Background: an optimization exercise with open tools, aiming at small area and a short achievable clock period. Do not read the settings as production practice. The RTL was checked by simulation tests, not by an equivalence proof against the original design. No activity file was given, so power comes from the tool's default toggle rates.

## run A
// fp_alu
module fp_alu (
    input  wire                     FPUCLK,
    input  wire                     RST,
    input  wire fpu_pkg::fp_word_t  a,
    input  wire fpu_pkg::fp_word_t  b,
    input  wire fpu_pkg::fp_op_e    ctrl,
    output fpu_pkg::fp_word_t       out
);
    logic                 v1, v2, v3;
    fpu_pkg::in_stage_t   s1;
    fpu_pkg::rows_stage_t s2;
    fpu_pkg::sum_stage_t  s3;
    fp_exp_stage u_exp (
        .FPUCLK (FPUCLK),
        .RST    (RST),
        .a      (a),
        .b      (b),
        .ctrl   (ctrl),
        .v1     (v1),
        .s1     (s1)
    );
    fp_align_stage u_align (
        .FPUCLK (FPUCLK),
        .RST    (RST),
        .v1     (v1),
        .s1     (s1),
        .v2     (v2),
        .s2     (s2)
    );
    fp_add_stage u_add (
        .FPUCLK (FPUCLK),
        .RST    (RST),
        .v2     (v2),
        .s2     (s2),
        .v3     (v3),
        .s3     (s3)
    );
    fp_norm_stage u_norm (
        .FPUCLK (FPUCLK),
        .RST    (RST),
        .v3     (v3),
        .s3     (s3),
        .out    (out)
    );
endmodule
For scale: about 3000 cells after synthesis, ~270 flip-flops, about 100 I/O pins, ~26000 sq um of cells after synthesis.
==> flow/config.mk <==
export PLATFORM = sky130hd
export DESIGN_NAME = fp_alu
export DESIGN_NICKNAME = fp_alu
export VERILOG_FILES = /design/flow/design.v
export SDC_FILE = /design/flow/constraint.sdc
export NUM_CORES = 4
export LEC_CHECK = 0
export CAP_MARGIN = 20
export CORE_MARGIN = 2
export CORE_UTILIZATION = 40
export SLEW_MARGIN = 20
==> flow/constraint.sdc <==
create_clock -name core_clock -period 14.5 [get_ports {FPUCLK}]
set_input_delay 2.9000 -clock core_clock [delete_from_list [all_inputs] [get_ports {FPUCLK}]]
set_output_delay 2.9000 -clock core_clock [all_outputs]
set_load 0.01 [all_outputs]
run.sh (not shown) runs the stock make flow with config.mk's settings and CLKGATE_MAP_FILE= SYNTH_SCRIPT=/design/flow/synth_recipe.tcl, a recipe that flattens the netlist after the stock synthesis.
Input changes introduced in run B (baseline for comparison: run A):
# run A
export LEC_CHECK = 0
export CAP_MARGIN = 20
export CORE_MARGIN = 2
export CORE_UTILIZATION = 40
export SLEW_MARGIN = 20
create_clock -name core_clock -period 14.5 [get_ports {FPUCLK}]
# run B
export LEC_CHECK = 0
export CAP_MARGIN = 85
export CORE_MARGIN = 2
export CORE_UTILIZATION = 40
export CTS_CLUSTER_DIAMETER = 150
export CTS_CLUSTER_SIZE = 20
export SLEW_MARGIN = 85
create_clock -name core_clock -period 14.5 [get_ports {FPUCLK}]
==> flow/flow/run.sh (new file) <==
#!/bin/bash
# The standard layout, except that the buffers placed on the ports are
# sky130_fd_sc_hd__buf_2 cells rather than the flow's default pick (a slow
# clkdlybuf4s50 delay cell). Everything else is standard.sh unchanged.
set -euo pipefail
export BUFFER_PORTS_ARGS="-buffer_cell sky130_fd_sc_hd__buf_2"
bash standard.sh > standard.log 2>&1
==> flow/standard.sh (new file) <==
#!/bin/bash
# synth_recipe.tcl (not shown) runs the flow's synth.tcl, then flattens the netlist and writes it again
# the make line also repeats each setting of config.mk as NAME=value (left out here)
make -C /OpenROAD-flow-scripts/flow DESIGN_CONFIG=/design/flow/config.mk WORK_HOME=/design/flow/orfs CLKGATE_MAP_FILE= SYNTH_SCRIPT=/design/flow/synth_recipe.tcl "${@:-finish}"
removed: flow/run.sh
Notes after the runs:
Summary — via count, run B relative to run A: higher, by 1760. Against run A, run B reports a total power that is higher. Relative to run A, initial antenna violation count has gone up in run B. A startpoint of the most critical setup path of u_align.s2[113] is what run A shows, while u_exp.s1[64] belongs to run B. Going from run A to run B, worst hold slack went up, delay of the slowest cell on the worst path went down, flip-flop and latch share of the layout cell area went down, share of the core filled with cells went up.
What run C does differently from run B at the input level:
# run B
export LEC_CHECK = 0
export CAP_MARGIN = 85
export CORE_MARGIN = 2
export CORE_UTILIZATION = 40
export CTS_CLUSTER_DIAMETER = 150
export CTS_CLUSTER_SIZE = 20
export SLEW_MARGIN = 85
create_clock -name core_clock -period 14.5 [get_ports {FPUCLK}]
# run C
export LEC_CHECK = 0
export CAP_MARGIN = 20
export CORE_MARGIN = 2
export CORE_UTILIZATION = 40
export CTS_CLUSTER_DIAMETER = 150
export CTS_CLUSTER_SIZE = 30
export SLEW_MARGIN = 20
create_clock -name core_clock -period 14.5 [get_ports {FPUCLK}]
==> comparison <==
Sort run C and run B by global-route usage desc -> top: run B
Run comparison: run C endpoint of the worst setup timing path u_add.s3[24]; run B endpoint of the worst setup timing path u_align.s2[89]
Run B -> run C: total power decreased by more than 10%
Sort run C and run B by switching power as a share of total power desc -> top: run C
From run B to run C the numbers moved as follows: number of vias in the routed layout saw a decrease, multi-input combinational area share rose by 4.1 points, sequential power shows a reduction of about 5%, setup slack moved up, clock group total power saw a decrease.
Synthesized-area fraction occupied by xor and xnor cells came out exactly the same in run C and run B.
### run C -> run D
# run C
export LEC_CHECK = 0
export CAP_MARGIN = 20
export CORE_MARGIN = 2
export CORE_UTILIZATION = 40
export CTS_CLUSTER_DIAMETER = 150
export CTS_CLUSTER_SIZE = 30
export SLEW_MARGIN = 20
create_clock -name core_clock -period 14.5 [get_ports {FPUCLK}]
# run D
export LEC_CHECK = 0
export CAP_MARGIN = 70
export CORE_MARGIN = 2
export CORE_UTILIZATION = 40
export CTS_CLUSTER_DIAMETER = 150
export CTS_CLUSTER_SIZE = 26
export SLEW_MARGIN = 70
create_clock -name core_clock -period 14.5 [get_ports {FPUCLK}]
Findings:
Re number of nets at the end of the flow: run C and run D aren't equal, and the higher value belongs to run D.
Looking at run C and run D, the power share of the clock group is a wash.
Relative to run C, the clock-buffer cell count of run D is higher by 3.
Run D: no failed stages, no open violations at the end
Cell area after placement: lower on run C
Relative to run C, final worst-path cycle share has decreased by 3.4 points in run D.
Total power of the final layout in run D is about 1.2% above run C.
Any difference in sequential power share between run C and run D is small enough to ignore.
Reported for run C and run D, register bit count reported by yosys turned out identical to the last digit.
Looking at routed wire length on met2, run D sits 1.8% higher than run C does.
> inputs changed (run D -> run E)
# run D
export LEC_CHECK = 0
export CAP_MARGIN = 70
export CORE_MARGIN = 2
export CORE_UTILIZATION = 40
export CTS_CLUSTER_DIAMETER = 150
export CTS_CLUSTER_SIZE = 26
export SLEW_MARGIN = 70
create_clock -name core_clock -period 14.5 [get_ports {FPUCLK}]
# run E
export LEC_CHECK = 0
export CAP_MARGIN = 20
export CORE_MARGIN = 2
export CORE_UTILIZATION = 55
export SLEW_MARGIN = 20
create_clock -name core_clock -period 14.5 [get_ports {FPUCLK}]
Findings:
Post-route core utilization: run E higher than run D
Taking run D as the reference, in run E total power draw went up by 250 uW, depth of the critical timing path with buffers and inverters included went up by 4, sequential share of layout area went up by 0.17 points, cell area went down by 350 sq um.
The run showing the smaller clock latency at the later pin of the worst-skew pair is run D.

---

== delta ==
Another version of the RTL of fp_alu (not shown whole).
Size: about 280 flip-flops, ~100 I/O pins.
==> flow/design.v (excerpt) <==
module fp_alu (
    input  wire                     FPUCLK,
    input  wire                     RST,
    input  wire fpu_pkg::fp_word_t  a,
    input  wire fpu_pkg::fp_word_t  b,
    input  wire fpu_pkg::fp_op_e    ctrl,
    output fpu_pkg::fp_word_t       out
);
    logic                 v1, v2, v3;
    fpu_pkg::in_stage_t   s1;
    fpu_pkg::rows_stage_t s2;
    fpu_pkg::sum_stage_t  s3;
    fp_exp_stage u_exp (
        .FPUCLK (FPUCLK),
        .RST    (RST),
        .a      (a),
        .b      (b),
        .ctrl   (ctrl),
        .v1     (v1),
        .s1     (s1)
    );
    fp_align_stage u_align (
        .FPUCLK (FPUCLK),
        .RST    (RST),
        .v1     (v1),
        .s1     (s1),
        .v2     (v2),
        .s2     (s2)
    );
    fp_add_stage u_add (
        .FPUCLK (FPUCLK),
        .RST    (RST),
        .v2     (v2),
        .s2     (s2),
        .v3     (v3),
        .s3     (s3)
    );
    fp_norm_stage u_norm (
        .FPUCLK (FPUCLK),
        .RST    (RST),
        .v3     (v3),
        .s3     (s3),
        .out    (out)
    );
endmodule
==> flow/config.mk <==
export PLATFORM = sky130hd
export DESIGN_NAME = fp_alu
export DESIGN_NICKNAME = fp_alu
export VERILOG_FILES = /design/flow/design.v
export SDC_FILE = /design/flow/constraint.sdc
export NUM_CORES = 4
export LEC_CHECK = 0
export CAP_MARGIN = 70
export CORE_MARGIN = 2
export CORE_UTILIZATION = 40
export CTS_BUF_LIST = sky130_fd_sc_hd__clkbuf_8 sky130_fd_sc_hd__clkbuf_16
export CTS_CLUSTER_DIAMETER = 150
export CTS_CLUSTER_SIZE = 20
export PLACE_DENSITY = 0.75
export SLEW_MARGIN = 70
==> flow/constraint.sdc <==
create_clock -name core_clock -period 14.5 [get_ports {FPUCLK}]
set_input_delay 2.9000 -clock core_clock [delete_from_list [all_inputs] [get_ports {FPUCLK}]]
set_output_delay 2.9000 -clock core_clock [all_outputs]
set_load 0.01 [all_outputs]
standard.sh (not shown) runs the stock make flow with config.mk's settings and CLKGATE_MAP_FILE= SYNTH_SCRIPT=/design/flow/synth_recipe.tcl, a recipe that flattens the netlist after the stock synthesis.
==> flow/flow/run.sh <==
#!/bin/bash
# The standard layout, except that the buffers placed on the ports are
# sky130_fd_sc_hd__buf_2 cells rather than the flow's default pick (a slow
# clkdlybuf4s50 delay cell). Everything else is standard.sh unchanged.
set -euo pipefail
export BUFFER_PORTS_ARGS="-buffer_cell sky130_fd_sc_hd__buf_2"
bash standard.sh > standard.log 2>&1
Inputs modified between delta and sierra:
Settings: CAP_MARGIN changed from 70 to 50; CTS_CLUSTER_SIZE changed from 20 to 26; PLACE_DENSITY removed (was 0.75); SLEW_MARGIN changed from 70 to 50; CTS_BUF_LIST removed (was sky130_fd_sc_hd__clkbuf_8 sky130_fd_sc_hd__clkbuf_16).
Findings:
Between sierra and delta, it is sierra whose critical path data arrival time is higher, by 0.32 ns.
Against delta, sierra comes in 0.58 points lower on met3 demand-to-capacity share in global routing.
Total power of sierra is lower than that of delta.
Compared to delta, sierra has critical path depth 2 lower.
The adder-cell area share of the yosys netlist of delta and that of sierra are within noise of each other.
sierra vs delta, final area went down by about 1.2%.
> inputs changed (sierra -> yarrow)
Settings: SLEW_MARGIN changed from 50 to 70; PLACE_DENSITY newly set to 0.75; CTS_CLUSTER_SIZE changed from 26 to 20; CAP_MARGIN changed from 50 to 70; SYNTH_HIERARCHICAL newly set to 1.
Results
- In the reports for sierra and yarrow, the smaller share of the core filled with cells belongs to sierra.
- Against sierra as the reference, yarrow delivers a lower global routing usage on met1.
- Summary of yarrow over sierra: post-detailed-routing wire length rose by 6.3%; sequential share of layout area down 1.3 points; multiplexer fraction of the synthesized cell area now sits lower; logic gate share of total power grew by 1.7 points; total power after layout increased by about 7% relative to the old numbers.
- Summary of yarrow over sierra: initial core utilization comparable; synthesized cell count climbed 118; number of buffers outside the clock class in the layout rose 16.
- When yarrow is set beside sierra, its global-route wire length before repair turns out to be about 5% larger.
The following lists how juniper was set up differently from yarrow:
Settings: a deleted SYNTH_HIERARCHICAL that had been 1; a deleted PLACE_DENSITY that had been 0.75.
Notes after the runs:
juniper reached the final stage; the timing, DRC and antenna checks on its layout passed.
Against yarrow as the reference, juniper delivers a lower simple-gate portion of the synthesized area.
Taking yarrow as the reference, in juniper share of cell area taken by flip-flops and latches now sits higher, smallest hold slack held steady, routed wire length down 6.1%.
Compared with yarrow, juniper shows a lower floorplan die height.
In juniper, the clock buffer count from CTS came out 1 above the value in yarrow.
Summary — max-slew headroom at the worst pin, juniper relative to yarrow: higher, by 2.5 points.
Modified inputs, willow compared to juniper
Settings: SLEW_MARGIN changed from 70 to 60; CAP_MARGIN changed from 70 to 60; PLACE_DENSITY newly set to 0.75.
==> comparison <==
- Changes observed in willow relative to juniper: proportion of synthesized flip-flops having asynchronous set or reset did not really move, worst setup margin went down, critical path depth went up.
- On final-stage net count, willow tracks juniper almost exactly.
- Looking at juniper and willow, the via count is a wash.
- Proportion of layout cells with a drive suffix above 1 was higher in juniper than in willow.

static timing again, ports no longer ideal:
The flow's constraints put no driver on any port. The routed layouts listed below were extracted and timed again, unchanged, in two steps. Step 1 (the two cells are an assumption about what drives the block):
set clk [get_ports {FPUCLK}]
set_driving_cell -lib_cell sky130_fd_sc_hd__clkbuf_16 $clk
set_driving_cell -lib_cell sky130_fd_sc_hd__buf_2 [delete_from_list [all_inputs] $clk]
Step 2 times the ports against the registers' clock, not the clock port: input delays grow and output delays shrink by t, the midpoint of the rising clock arrivals with the driver on. Slacks: no drivers / after step 1 / after step 2; pairs: no drivers / after step 1.
| run | t, ns | slack for setup (ns) | clock arrival spread, ns | worst slew at a driven data input, ns | pins driven straight from the clock port |
|---|---|---|---|---|---|
| run A | 0.626 | 9.960 / 9.960 / 9.960 | 0.032 / 0.032 | 0.08 | 1 |
| run B | 0.619 | 5.639 / 5.639 / 5.639 | 0.043 / 0.043 | 0.06 | 1 |
| run C | 0.600 | 9.892 / 9.892 / 9.892 | 0.056 / 0.056 | 0.07 | 1 |
| run D | 0.607 | 10.388 / 10.388 / 10.388 | 0.039 / 0.039 | 0.07 | 1 |
| run E | 0.639 | 9.735 / 9.735 / 9.735 | 0.018 / 0.018 | 0.03 | 1 |
| delta | 0.611 | 10.400 / 10.400 / 10.400 | 0.044 / 0.044 | 0.05 | 1 |
| sierra | 0.585 | 10.033 / 10.033 / 10.033 | 0.040 / 0.039 | 0.04 | 1 |
| yarrow | 0.605 | 10.414 / 10.414 / 10.414 | 0.036 / 0.035 | 0.05 | 1 |
| juniper | 0.605 | 10.419 / 10.419 / 10.419 | 0.038 / 0.038 | 0.05 | 1 |
| willow | 0.613 | 10.152 / 10.152 / 10.152 | 0.040 / 0.039 | 0.05 | 1 |
After both steps every run listed still meets setup and hold.
